Background: an optimization exercise with open tools, aiming at small area, a short achievable clock period and few clock cycles. Do not read the settings as production practice. Function was not checked in any run shown here: the RTL went through the layout flow alone.

## flow/design.v (module list and top-level ports; edited modules follow where they fit)
// module matmul_sequencer: 1270 lines
module matmul_sequencer (
  input  logic       clk,
  input  logic       rst,
  input  logic       rx_valid,
  input  logic [7:0] rx_data,
  output logic [7:0] tx_data,
  output logic       tx_valid,
  input  logic       tx_ready,
  output logic       busy,
  output logic       done,
  output logic       err
);
  // ...
==> flow/flow/run.sh <==
#!/bin/bash
# The standard layout, with repair_timing asked for a larger setup margin.
set -euo pipefail
bash standard.sh SETUP_SLACK_MARGIN=7.5 finish > standard.log 2>&1
==> flow/standard.sh <==
#!/bin/bash
# synth_recipe.tcl (not shown) runs the flow's synth.tcl, then flattens the netlist and writes it again
# the make line also repeats each setting of config.mk as NAME=value (left out here)
make -C /OpenROAD-flow-scripts/flow DESIGN_CONFIG=/design/flow/config.mk WORK_HOME=/design/flow/orfs CLKGATE_MAP_FILE= SYNTH_SCRIPT=/design/flow/synth_recipe.tcl "${@:-finish}"
==> flow/config.mk <==
export PLATFORM = sky130hd
export DESIGN_NAME = matmul_sequencer
export DESIGN_NICKNAME = matmul_sequencer
export VERILOG_FILES = /design/flow/design.v
export SDC_FILE = /design/flow/constraint.sdc
export NUM_CORES = 4
export LEC_CHECK = 0
export CAP_MARGIN = 20
export CORE_MARGIN = 2
export CORE_UTILIZATION = 40
export PLACE_DENSITY = 0.6
export SLEW_MARGIN = 20
==> flow/constraint.sdc <==
create_clock -name core_clock -period 11.0 [get_ports {clk}]
set_input_delay 2.2000 -clock core_clock [delete_from_list [all_inputs] [get_ports {clk}]]
set_output_delay 2.2000 -clock core_clock [all_outputs]
set_load 0.01 [all_outputs]
==> impl_metrics.env, run 1 <==
export IMPL_vias=29000
export IMPL_cp_slowest_cell="fa_1"
export IMPL_hold_slack_ns=0.297
export IMPL_final_common_cell="dfxtp_1"
export IMPL_signal_buffers=184
export IMPL_synth_nets=4309
export IMPL_min_path_type="reg2reg"
export IMPL_ys_ff_latch=1348
export IMPL_status="timing/DRC/antenna clean"
export IMPL_worstPathRequired_ns=11.60
export IMPL_fp_dieW_um=355
export IMPL_fin_crit_sh=0.334
export IMPL_synth_cells=3988
export IMPL_syn_to_final_growth_pct=16.4
export IMPL_die_y_um=355
export IMPL_antenna_found_initial=0
export IMPL_finClkSkew_ns=0.0532
export IMPL_largest_cell_class="registers"
export IMPL_gr_usage_met1=0.261
export IMPL_setup_slack_ns=7.33
export IMPL_worstPathArrival_ns=4.27
export IMPL_cpPeakStageDelay_ns=0.54
export IMPL_ys_flop_type="dfxtp_1"
export IMPL_cts_max_path_buffers=3
export IMPL_synth_seq_area_share=0.572
export IMPL_max_freq_mhz=272
export IMPL_place_worst_setup_slack_ns=5.15
==> inputs of run 2 (changes only) <==
==> flow/flow/run.sh (replaced) <==
#!/bin/bash
# The standard layout, with repair_timing asked for a larger setup margin.
set -euo pipefail
bash standard.sh SETUP_SLACK_MARGIN=8.5 finish > standard.log 2>&1
==> run 2 against run 1 <==
  * Global-route usage rose by 3.0 points
  * Clock-buffer cell count fell by 25
  * Sequential cell count did not move
  * Critical path depth rose by 2
  * Utilization rose by 6.2 points
  * First-iteration DRC count rose by 2.3%
  * Non-clock buffer count rose by 270
  * Hold slack improved by 0.00058 ns
  * Register-to-register slack got worse by 0.03 ns
  * Highest routed layer unchanged
==> impl_metrics.env, run 2 <==
export IMPL_hpwl_um=76900
export IMPL_worstPathMaxFanout=4
export IMPL_setup_slack_ns=7.30
export IMPL_initial_core_util=0.404
export IMPL_num_rows=128
export IMPL_layout_nets=4650
export IMPL_worstSkewPairLatency_ns=0.77
export IMPL_ff2ff_path_depth=16
export IMPL_drive_above_1_share=0.339
export IMPL_rrSetupSlack_ns=7.30
export IMPL_max_freq_mhz=271
export IMPL_worstSetupPathType="reg2reg"
export IMPL_ys_ff_latch=1348
export IMPL_clock_sinks=1348
export IMPL_cts_tree="yes"
export IMPL_hold_slack_ns=0.297
export IMPL_worstHoldPathCells=0
export IMPL_fin_tns_setup_ns=0
export IMPL_final_common_cell="dfxtp_1"
export IMPL_grt_use_met3=0.0423
export IMPL_first_pass_iters=7
export IMPL_drc=0
export IMPL_ys_flop_type="dfxtp_1"
export IMPL_use_met2=0.348
export IMPL_design_area_mm2=0.0651
export IMPL_place_worst_setup_slack_ns=5.48
export IMPL_overflow=0
export IMPL_grt_pass1_wl_um=207000
export IMPL_worstPathArrival_ns=4.36
export IMPL_synth_simple_area_share=0.0466
export IMPL_rsz0062_at_grt="true"
export IMPL_die_y_um=355
export IMPL_start_kind="flip-flop"
export IMPL_cts_buffers=134
export IMPL_synth_common_cells="dfxtp_1, inv_1, a22oi_1"
export IMPL_grt_max_degree=65
export IMPL_syn_to_final_growth_pct=31.8
export IMPL_cts_max_path_buffers=3
export IMPL_syn_avg_cell_area_um2=12.4
export IMPL_setup_viol=0
export IMPL_hold_viol=0
export IMPL_grt_pass1_vias=31500
export IMPL_post_route_min_period_ns=3.70
export IMPL_ant_nets=0
export IMPL_synth_cells=3988
export IMPL_hold_buffers=0
export IMPL_synth_top_area_frac=0.485
export IMPL_n_antenna_cell=0
export IMPL_worst_pin_slew_ns=0.937
export IMPL_hp_start="cr[9][12]"
export IMPL_gr_usage_met1=0.304
export IMPL_synth_nets=4309
export IMPL_fin_crit_sh=0.336
export IMPL_synth_warnings=6
export IMPL_synth_xor_area_share=0.0656
export IMPL_root_buffer="clkbuf_16"
export IMPL_placed_area_mm2=0.0522
export IMPL_clk_pin_slew_ns=0.06
export IMPL_async_reset_ff_frac=0.0415
export IMPL_drv_slew=0
export IMPL_netlist_area_mm2=0.0494
export IMPL_track_usage=0.221
export IMPL_synth_cell_type_count=77
export IMPL_vias=31100
export IMPL_core_area_mm2=0.122
export IMPL_finClkSkew_ns=0.0489
export IMPL_top_regs="ar (512), cr (512), cut_q (124)"
export IMPL_io_pins=24
export IMPL_synth_compound_area_frac=0.0825
export IMPL_yosysTopAreaCell="dfxtp_1"
export IMPL_synth_seq_area_share=0.572
export IMPL_fill_cells=9851
export IMPL_status="timing/DRC/antenna clean"
export IMPL_drt_iter0_markers=2405
export IMPL_synth_top_family_by_area="adder cells"
export IMPL_finalWirelength_um=143000
export IMPL_port_buffers=23
export IMPL_muxShareOfSynthArea=0.0742
export IMPL_cp_end_kind="flip-flop"
export IMPL_fp_dieW_um=355
export IMPL_busiest_layer="met2"
export IMPL_dieArea_mm2=0.126
export IMPL_avgViaCountPerCell=5.13
export IMPL_worstPathRequired_ns=11.66
export IMPL_maxCapViolations=0
export IMPL_antenna_found_initial=2
export IMPL_min_path_type="reg2reg"
export IMPL_synthAdderAreaFrac=0.113
export IMPL_slew_headroom=0.374
export IMPL_cts_htree_levels=4
export IMPL_r2r_start="cut_q[13]"
export IMPL_synth_area_top_cells="dfxtp_1, fa_1, edfxtp_1, a22oi_1, xnor2_1"
export IMPL_place_congestion=0.838
export IMPL_crit_start="cut_q[13]"
export IMPL_synth_most_common_cell="dfxtp_1"
export IMPL_wl_per_cell_um=23.6
export IMPL_most_common_layout_cells="dfxtp_1, inv_1, nand2_1"
export IMPL_synth_edf_count=96
==> run 2: cell counts after synthesis <==
No cell type changed its count.
==> run 2: area by class of cell <==
cell class	count	area (um2)	area share
repair buffers	454	5990	0.0920
multi-input cells	2043	22800	0.350
clock inverters	71	885	0.0136
flip-flops and latches	1348	28300	0.435
well taps	1625	2030	0.0312
repair inverters	1	7.51	0.000115
inverters	347	1310	0.0201
clock buffers	177	3770	0.0579
==> run 2: critical path, cell delays in order, from the launching register on <==
cell and delay [ns]:
dfxtp_1 0.32, inv_1 0.06, fa_1 0.49, fa_1 0.52
inv_2 0.05, ha_4 0.30, a21oi_4 0.07, buf_6 0.12
o21ai_4 0.07, a21oi_4 0.10, buf_6 0.13, buf_12 0.12
o311ai_4 0.33, o211ai_1 0.24, buf_4 0.19, a211o_4 0.36
o21ai_2 0.13
==> run 2: stage by stage <==
| step | utilization | instances |
|---|---|---|
| global placement | 0.427 | 5448 |
| floorplan | - | 3988 |
| CTS | 0.513 | 5957 |
| detailed placement | 0.427 | 5448 |
| global route | 0.533 | 6066 |
| finish | 0.533 | 6066 |
==> run 2: worst paths after layout <==
check / to
worst min register to register: cr[10][12]
worst min-delay path: cr[10][12]
min in group asynchronous: pc_q[2]
max in group asynchronous: oj_q[1]
worst max-delay path: cr[4][20]
worst max register to register: cr[4][20]
==> run 2: logic make-up (layout without fill, tap and decap cells) <==
family,count (synthesis),count (layout)
DFF,1348,1348
and+or+nand+nor,477,477
adders and majority gates,309,309
AOI/OAI and AO/OA,593,594
muxes,294,294
xor gates and xnor gates,369,369
buffers and inverters,598,1050
==> run 2: timing repair <==
action | in CTS | in global routing
pin swaps | 229 | 171
setup endpoints to repair | 460 | 353
cloned | 40 | 9
setup buffers | 221 | 100
gates resized for setup | 747 | 303
==> run 2: layer usage <==
layer | up-vias | wire length [um] | part of all wire
met5 | - | 0 | 0
met4 | 0 | 5040 | 0.035
met3 | 295 | 10800 | 0.075
met2 | 1112 | 65100 | 0.46
met1 | 15700 | 62000 | 0.43
li1 | 14000 | - | -

[port drivers added, routing unchanged]
No port has a modelled driver above. Below, the same layouts with a new extraction and two added sets of constraints.
Step 1 sets driving cells, clkbuf_16 on the clock port and buf_2 on the other inputs (assumed; they add their load-dependent delay and slew).
Step 2 moves the port delays by t, midway between the first and last clock arrival at a register: inputs arrive t later, outputs are due t later. That takes back most of the time a late clock gives input paths.
Three values: ideal, step 1, step 2; two values: the first two.
run | t, ns | setup slack, ns | worst slew at a driven data input, ns
run 1 | 0.809 | 7.330 / 7.330 / 6.820 | 0.03
run 2 | 0.821 | 7.305 / 7.305 / 6.888 | 0.10
After both steps setup and hold are still met in every run listed. For run 1, which loses most, drivers alone change the setup slack by 0.000 ns; drivers and shift together by -0.510 ns.
